From an optimization exercise on the open Yosys and OpenROAD flow, aimed at small area; shortcuts taken in it are not production practice.
Only simulation tests tie the RTL to the original design; equivalence was not proved.
No activity file was given, so power comes from the tool's default toggle rates.

==> flow/design.v <==
module sse_top (
	input  logic                     clk,
	input  logic                     rst,
	input  logic                     clear,
	input  logic                     sample_valid,
	input  logic [31:0]              sample,
	input  logic [31:0]              golden,
	output logic                     busy,
	output logic                     ready,
	output logic [32+16-1:0] status
);
	localparam logic [3:0] S_IDLE = 4'd0;
	localparam logic [3:0] S_CHK  = 4'd1;      
	localparam logic [3:0] S_AL0  = 4'd2;      
	localparam logic [3:0] S_AL   = 4'd3;      
	localparam logic [3:0] S_ADD  = 4'd4;
	localparam logic [3:0] S_NEG  = 4'd5;      
	localparam logic [3:0] S_NORM = 4'd6;
	localparam logic [3:0] S_RND  = 4'd7;
	localparam logic [3:0] S_PRND = 4'd8;      
	localparam logic [3:0] S_SQ0  = 4'd9;
	localparam logic [3:0] S_SQ1  = 4'd10;
	localparam logic [3:0] S_MULA = 4'd11;
	localparam logic [3:0] S_MULS = 4'd12;
	localparam logic [3:0] S_SQF  = 4'd13;
	localparam logic [3:0] S_ACF  = 4'd14;
	localparam logic [1:0] P_SUB = 2'd0;
	localparam logic [1:0] P_SQ  = 2'd1;
	localparam logic [1:0] P_ACC = 2'd2;
	localparam logic [1:0] F_KEEP = 2'd0;
	localparam logic [1:0] F_NAN  = 2'd1;
	localparam logic [1:0] F_INF  = 2'd2;
	localparam logic [1:0] F_COMP = 2'd3;
	logic [3:0] state;
	logic [1:0] phase;
	logic [27:0] x;
	logic [26:0] y;
	logic [8:0] e;
	logic [7:0] eb;
	logic effsub, swy, seen;
	logic [4:0] cnt;
	logic [30:0] sum;
	logic [16-1:0] count;
	assign status = {1'b0, sum, count};
	assign busy = (state != S_IDLE);
	wire a_fnz  = |x[25:3];
	wire b_fnz  = |y[25:3];
	wire a_max  = &e[7:0];
	wire b_max  = &eb;
	wire a_zero = ~|e[7:0];
	wire b_zero = ~|eb;
	wire a_nan  = a_max & a_fnz;
	wire b_nan  = b_max & b_fnz;
	wire a_inf  = a_max & ~a_fnz;
	wire b_inf  = b_max & ~b_fnz;
	wire s_max  = &sum[30:23];
	wire s_zero = ~|sum[30:23];
	wire s_nan  = s_max & sum[22];
	logic ag, ax, aiy, acin, arnd;
	wire rnd = x[2] & (x[1] | x[0] | x[3]);
	wire [23:0] ym = y[26:3];
	logic mb;     
	wire [27:0] opy = {aiy, ((y & {27{ag}}) | (x[26:0] & {27{ax}})) ^ {27{aiy}}} | {24'd0, arnd & rnd, 3'd0};
	logic [27:0] addo;
	logic [16:0] ac;
	logic [12:0] ah0, ah1;
	logic [11:0] as0, as1;
	always_comb begin
		ac[0] = acin;
		for (int i = 0; i < 16; i++) begin
			addo[i] = x[i] ^ opy[i] ^ ac[i];
			ac[i+1] = (x[i] & opy[i]) | (x[i] & ac[i]) | (opy[i] & ac[i]);
		end
		ah0[0] = 1'b0;
		ah1[0] = 1'b1;
		for (int i = 0; i < 12; i++) begin
			as0[i] = x[16+i] ^ opy[16+i] ^ ah0[i];
			ah0[i+1] = (x[16+i] & opy[16+i]) | (x[16+i] & ah0[i]) | (opy[16+i] & ah0[i]);
			as1[i] = x[16+i] ^ opy[16+i] ^ ah1[i];
			ah1[i+1] = (x[16+i] & opy[16+i]) | (x[16+i] & ah1[i]) | (opy[16+i] & ah1[i]);
		end
		addo[27:16] = ac[16] ? as1 : as0;
	end
	always_comb begin
		ag = 1'b0;
		ax = 1'b0;
		aiy = 1'b0;
		acin = 1'b0;
		arnd = 1'b0;
		case (state)
			S_ADD: begin
				ag = 1'b1;
				aiy = effsub;
				acin = effsub;
			end
			S_RND: arnd = 1'b1;
			S_NORM: ax = !x[27] && !x[26];     
			S_MULA: ag = mb;
			default: ;
		endcase
	end
	logic [8:0] ek;
	wire [8:0] eadd = e + ek;
	always_comb begin
		case (state)
			S_NORM:  ek = x[27] ? 9'd1 : 9'h1ff;
			S_SQ0:   ek = 9'h1c1;     
			default: ek = 9'd1;
		endcase
	end
	wire e_gt = e[7:0] > eb;
	wire e_eq = e[7:0] == eb;
	wire e_ovf = e >= 9'd255;
	logic fin;
	logic [1:0] ftype;
	always_comb begin
		fin = 1'b0;
		ftype = F_KEEP;
		case (state)
			S_CHK: begin
				if (a_nan | b_nan | (a_inf & b_inf & effsub)) begin
					fin = 1'b1;
					ftype = F_NAN;
				end else if (a_inf | b_inf) begin
					fin = 1'b1;
					ftype = F_INF;
				end else if (a_zero & b_zero) begin
					fin = 1'b1;
				end
			end
			S_NORM: begin
				if (!x[27] && !x[26] && (e <= 9'd1 || cnt == 5'd27))
					fin = 1'b1;     
			end
			S_SQ1: begin
				if (!e[8] && e[7]) begin
					fin = 1'b1;
					ftype = F_INF;
				end else if (e[8] || e == 9'd0) begin
					fin = 1'b1;
				end
			end
			S_SQF: begin
				if (e_ovf) begin
					fin = 1'b1;
					ftype = F_INF;
				end else if (s_max) begin
					fin = 1'b1;
				end
			end
			S_ACF: begin
				fin = 1'b1;
				ftype = e_ovf ? F_INF : F_COMP;
			end
			default: ;
		endcase
	end
	logic [16-1:0] cnt_tog;
	always_comb begin
		cnt_tog[0] = fin & ~&count;
		for (int i = 1; i < 16; i++)
			cnt_tog[i] = cnt_tog[i-1] & count[i-1];
	end
	always_ff @(posedge clk) begin
		if (rst) begin
			state <= S_IDLE;
			ready <= 1'b0;
			sum <= '0;
			count <= '0;
		end else begin
			ready <= fin;
			count <= (count ^ cnt_tog) & {16{~clear}};
			if (clear) begin
				sum <= '0;
			end else if (fin) begin
				case (ftype)
					F_NAN:  sum <= 31'h7fc00000;
					F_INF:  if (!s_nan) sum <= 31'h7f800000;
					F_COMP: sum <= {e[7:0], x[25:3]};
					default: ;
				endcase
			end
			if (fin) begin
				state <= S_IDLE;
			end else begin
				case (state)
					S_IDLE: if (sample_valid) state <= S_CHK;
					S_CHK: state <= b_zero ? S_SQ0 : S_AL0;
					S_AL0: state <= S_AL;
					S_AL: if (e_eq || cnt == 5'd27) state <= S_ADD;
					S_ADD: state <= S_NORM;
					S_NEG: if (cnt == 5'd27) state <= S_NORM;
					S_NORM: begin
						if (x[27] & effsub)
							state <= S_NEG;
						else if (x[27] | x[26])
							state <= S_RND;
					end
					S_RND: state <= S_PRND;
					S_PRND: begin
						case (phase)
							P_SUB: state <= S_SQ0;
							P_SQ: state <= S_SQF;
							default: state <= S_ACF;
						endcase
					end
					S_SQ0: state <= S_SQ1;
					S_SQ1: state <= S_MULA;
					S_MULA: state <= S_MULS;
					S_MULS: state <= (cnt == 5'd24) ? S_NORM : S_MULA;
					S_SQF: state <= S_AL0;
					default: state <= S_IDLE;
				endcase
			end
		end
	end
	logic x_ld, x_add, x_shr, x_neg;
	logic y_ld, y_shr, y_cp;
	logic e_ld, e_sum, e_eb, e_add, e_dbl;
	logic eb_ld, eb_e;
	logic al_step;
	always_comb begin
		al_step = !e_eq && cnt != 5'd27;
		x_ld = 1'b0;
		x_add = 1'b0;
		x_shr = 1'b0;
		x_neg = 1'b0;
		y_ld = 1'b0;
		y_shr = 1'b0;
		y_cp = 1'b0;
		e_ld = 1'b0;
		e_sum = 1'b0;
		e_eb = 1'b0;
		e_add = 1'b0;
		e_dbl = 1'b0;
		eb_ld = 1'b0;
		eb_e = 1'b0;
		case (state)
			S_IDLE: begin
				x_ld = 1'b1;
				y_ld = 1'b1;
				e_ld = 1'b1;
				eb_ld = 1'b1;
			end
			S_CHK: x_ld = a_zero;     
			S_AL0: begin
				e_eb = e_gt;
				eb_e = e_gt;
			end
			S_AL: begin
				e_eb = !e_eq && cnt == 5'd27;
				e_add = al_step;
				x_shr = al_step & ~swy;
				y_shr = al_step & swy;
			end
			S_ADD: x_add = 1'b1;
			S_NEG: x_neg = 1'b1;
			S_NORM: begin
				if (!(x[27] & effsub)) begin
					x_shr = x[27];
					x_add = !x[27] && !x[26];
					e_add = x[27] || !x[26];
				end
			end
			S_RND: x_add = 1'b1;
			S_PRND: begin
				x_shr = x[27];
				e_add = x[27];
			end
			S_SQ0: begin
				y_cp = 1'b1;
				x_ld = 1'b1;     
				e_add = 1'b1;
			end
			S_SQ1: e_dbl = 1'b1;
			S_MULA: x_add = 1'b1;
			S_MULS: x_shr = 1'b1;
			S_SQF: begin
				y_cp = 1'b1;
				eb_e = 1'b1;
				x_ld = 1'b1;
				e_sum = 1'b1;
			end
			default: ;
		endcase
	end
	wire idle = (state == S_IDLE);
	wire sqf = (state == S_SQF);
	wire [27:0] x_ldv = {1'b0, idle | (sqf & ~s_zero),
		(sample[22:0] & {23{idle}}) | (sum[22:0] & {23{sqf}}), 3'b000};
	wire [27:0] x_sh = {x_neg & (x[0] ^ seen), x[27:2], x[1] | (x[0] & ~x_neg)};
	wire [27:0] x_d = (x_ldv & {28{x_ld}}) | (addo & {28{~(x_ld | x_shr | x_neg)}}) | (x_sh & {28{x_shr | x_neg}});
	wire [26:0] y_d = ({1'b1, golden[22:0], 3'b000} & {27{y_ld}})
		| ({1'b0, y[26:2], y[1] | y[0]} & {27{y_shr}})
		| ({x[26:3], 3'b000} & {27{y_cp}});
	wire [8:0] e_d = ({1'b0, sample[30:23]} & {9{e_ld}})
		| ({1'b0, sum[30:23]} & {9{e_sum}})
		| ({1'b0, eb} & {9{e_eb}})
		| (eadd & {9{e_add}})
		| ({e[7:0], 1'b0} & {9{e_dbl}});
	wire [7:0] eb_d = (golden[30:23] & {8{eb_ld}}) | (e[7:0] & {8{eb_e}});
	always_ff @(posedge clk) begin
		x <= x_d;
		if (y_ld | y_shr | y_cp)
			y <= y_d;
		if (e_ld | e_sum | e_eb | e_add | e_dbl)
			e <= e_d;
		if (eb_ld | eb_e)
			eb <= eb_d;
		case (state)
			S_IDLE: begin
				effsub <= ~(sample[31] ^ golden[31]);
				phase <= P_SUB;
			end
			S_AL0: begin
				cnt <= '0;
				swy <= e_gt;
			end
			S_AL: if (al_step) cnt <= cnt + 1'b1;
			S_ADD: cnt <= '0;
			S_NEG: begin
				seen <= seen | x[0];
				cnt <= (cnt == 5'd27) ? 5'd0 : cnt + 1'b1;
			end
			S_NORM: begin
				if (x[27] & effsub) begin
					seen <= 1'b0;
					cnt <= '0;
				end else if (!x[27] && !x[26]) begin
					cnt <= cnt + 1'b1;
				end
			end
			S_SQ0: begin
				phase <= P_SQ;
				effsub <= 1'b0;
			end
			S_SQ1: begin
				cnt <= '0;
				mb <= y[3];
			end
			S_MULA: cnt <= cnt + 1'b1;
			S_MULS: begin
				mb <= ym[cnt];
				if (cnt == 5'd24)
					cnt <= '0;
			end
			S_SQF: phase <= P_ACC;
			default: ;
		endcase
	end
endmodule
Settings: LEC_CHECK=0, CAP_MARGIN=20, CORE_MARGIN=2, CORE_UTILIZATION=55, SLEW_MARGIN=20; clock period 10.0 ns.
standard.sh (not shown) runs the stock make flow with config.mk's settings and CLKGATE_MAP_FILE= SYNTH_SCRIPT=/design/flow/synth_recipe.tcl, a recipe that flattens the netlist after the stock synthesis.
==> flow/flow/run.sh <==
#!/bin/bash
# The standard layout (standard.sh, unchanged synthesis and flow scripts), with two choices
# passed to ORFS through its own variables:
#  - BUFFER_PORTS_ARGS: port buffers use the smallest buffer cell (buf_1)
#  - CTS_ARGS: no dummy clock loads, and clock tree buffers of one size (clkbuf_8)
# The full make output goes to standard_flow.log in this folder; ORFS's per-step logs stay
# under orfs/logs/.
set -euo pipefail
export BUFFER_PORTS_ARGS="-buffer_cell sky130_fd_sc_hd__buf_1"
export CTS_ARGS="-sink_clustering_enable -repair_clock_nets -dont_use_dummy_load -buf_list sky130_fd_sc_hd__clkbuf_8"
bash standard.sh > standard_flow.log 2>&1
Rerun with:
--- a/flow/design.v
+++ b/flow/design.v
@@ -24,6 +24,7 @@
 	localparam logic [3:0] S_MULS = 4'd12;
 	localparam logic [3:0] S_SQF  = 4'd13;
 	localparam logic [3:0] S_ACF  = 4'd14;
+	localparam logic [3:0] S_YNEG = 4'd15;     
 	localparam logic [1:0] P_SUB = 2'd0;
 	localparam logic [1:0] P_SQ  = 2'd1;
 	localparam logic [1:0] P_ACC = 2'd2;
@@ -56,17 +57,17 @@
 	wire s_max  = &sum[30:23];
 	wire s_zero = ~|sum[30:23];
 	wire s_nan  = s_max & sum[22];
-	logic ag, ax, aiy, acin, arnd;
+	logic ag, ax, arnd;
 	wire rnd = x[2] & (x[1] | x[0] | x[3]);
 	wire [23:0] ym = y[26:3];
 	logic mb;     
-	wire [27:0] opy = {aiy, ((y & {27{ag}}) | (x[26:0] & {27{ax}})) ^ {27{aiy}}} | {24'd0, arnd & rnd, 3'd0};
+	wire [27:0] opy = {ag & effsub, (y & {27{ag}}) | (x[26:0] & {27{ax}})} | {24'd0, arnd & rnd, 3'd0};
 	logic [27:0] addo;
 	logic [16:0] ac;
 	logic [12:0] ah0, ah1;
 	logic [11:0] as0, as1;
 	always_comb begin
-		ac[0] = acin;
+		ac[0] = 1'b0;
 		for (int i = 0; i < 16; i++) begin
 			addo[i] = x[i] ^ opy[i] ^ ac[i];
 			ac[i+1] = (x[i] & opy[i]) | (x[i] & ac[i]) | (opy[i] & ac[i]);
@@ -84,15 +85,9 @@
 	always_comb begin
 		ag = 1'b0;
 		ax = 1'b0;
-		aiy = 1'b0;
-		acin = 1'b0;
 		arnd = 1'b0;
 		case (state)
-			S_ADD: begin
-				ag = 1'b1;
-				aiy = effsub;
-				acin = effsub;
-			end
+			S_ADD: ag = 1'b1;
 			S_RND: arnd = 1'b1;
 			S_NORM: ax = !x[27] && !x[26];     
 			S_MULA: ag = mb;
@@ -187,7 +182,8 @@
 					S_IDLE: if (sample_valid) state <= S_CHK;
 					S_CHK: state <= b_zero ? S_SQ0 : S_AL0;
 					S_AL0: state <= S_AL;
-					S_AL: if (e_eq || cnt == 5'd27) state <= S_ADD;
+					S_AL: if (e_eq || cnt == 5'd27) state <= effsub ? S_YNEG : S_ADD;
+					S_YNEG: if (cnt == 5'd26) state <= S_ADD;
 					S_ADD: state <= S_NORM;
 					S_NEG: if (cnt == 5'd27) state <= S_NORM;
 					S_NORM: begin
@@ -215,7 +211,7 @@
 		end
 	end
 	logic x_ld, x_add, x_shr, x_neg;
-	logic y_ld, y_shr, y_cp;
+	logic y_ld, y_shr, y_neg, y_cp;
 	logic e_ld, e_sum, e_eb, e_add, e_dbl;
 	logic eb_ld, eb_e;
 	logic al_step;
@@ -227,6 +223,7 @@
 		x_neg = 1'b0;
 		y_ld = 1'b0;
 		y_shr = 1'b0;
+		y_neg = 1'b0;
 		y_cp = 1'b0;
 		e_ld = 1'b0;
 		e_sum = 1'b0;
@@ -255,6 +252,7 @@
 			end
 			S_ADD: x_add = 1'b1;
 			S_NEG: x_neg = 1'b1;
+			S_YNEG: y_neg = 1'b1;
 			S_NORM: begin
 				if (!(x[27] & effsub)) begin
 					x_shr = x[27];
@@ -290,8 +288,9 @@
 		(sample[22:0] & {23{idle}}) | (sum[22:0] & {23{sqf}}), 3'b000};
 	wire [27:0] x_sh = {x_neg & (x[0] ^ seen), x[27:2], x[1] | (x[0] & ~x_neg)};
 	wire [27:0] x_d = (x_ldv & {28{x_ld}}) | (addo & {28{~(x_ld | x_shr | x_neg)}}) | (x_sh & {28{x_shr | x_neg}});
+	wire [26:0] y_sh = {y_neg & (y[0] ^ seen), y[26:2], y[1] | (y[0] & ~y_neg)};
 	wire [26:0] y_d = ({1'b1, golden[22:0], 3'b000} & {27{y_ld}})
-		| ({1'b0, y[26:2], y[1] | y[0]} & {27{y_shr}})
+		| (y_sh & {27{y_shr | y_neg}})
 		| ({x[26:3], 3'b000} & {27{y_cp}});
 	wire [8:0] e_d = ({1'b0, sample[30:23]} & {9{e_ld}})
 		| ({1'b0, sum[30:23]} & {9{e_sum}})
@@ -301,7 +300,7 @@
 	wire [7:0] eb_d = (golden[30:23] & {8{eb_ld}}) | (e[7:0] & {8{eb_e}});
 	always_ff @(posedge clk) begin
 		x <= x_d;
-		if (y_ld | y_shr | y_cp)
+		if (y_ld | y_shr | y_neg | y_cp)
 			y <= y_d;
 		if (e_ld | e_sum | e_eb | e_add | e_dbl)
 			e <= e_d;
@@ -316,7 +315,18 @@
 				cnt <= '0;
 				swy <= e_gt;
 			end
-			S_AL: if (al_step) cnt <= cnt + 1'b1;
+			S_AL: begin
+				if (al_step) begin
+					cnt <= cnt + 1'b1;
+				end else begin
+					cnt <= '0;
+					seen <= 1'b0;
+				end
+			end
+			S_YNEG: begin
+				seen <= seen | y[0];
+				cnt <= cnt + 1'b1;
+			end
 			S_ADD: cnt <= '0;
 			S_NEG: begin
 				seen <= seen | x[0];
Effect: The changed run produced a clean layout. Routed wire length came out lower by 3.9%. Cell area went down by 1.8%. First-iteration DRC count is higher by 1.6%. Die area is lower by 2.4%. Combinational power rises by 66%. Sequential share of layout area grows by 0.64 points. Cell count goes down by 1.7%. Via count came out lower by 1.5%. Worst setup slack improves by 31 ps.

what the ideal ports hide:
No port has a modelled driver above. Below, the same layouts with a new extraction and two added sets of constraints.
Step 1, drivers: a clkbuf_16 drives clk and a buf_2 each remaining input, both assumed.
Step 2, shift: input delay + t, output delay - t, t = (earliest + latest rising clock arrival at the registers) / 2. This alone moves slack from input paths to output paths.
a / b / c = ideal / step 1 / step 2; a / b = the first two.
run	t (ns)	setup WS [ns]	latest minus earliest clock arrival (ns)
the first run	0.465	0.370 / 0.370 / 0.370	0.033 / 0.033
the second run	0.477	0.401 / 0.401 / 0.401	0.040 / 0.040
After both steps setup and hold are still met in every run listed.
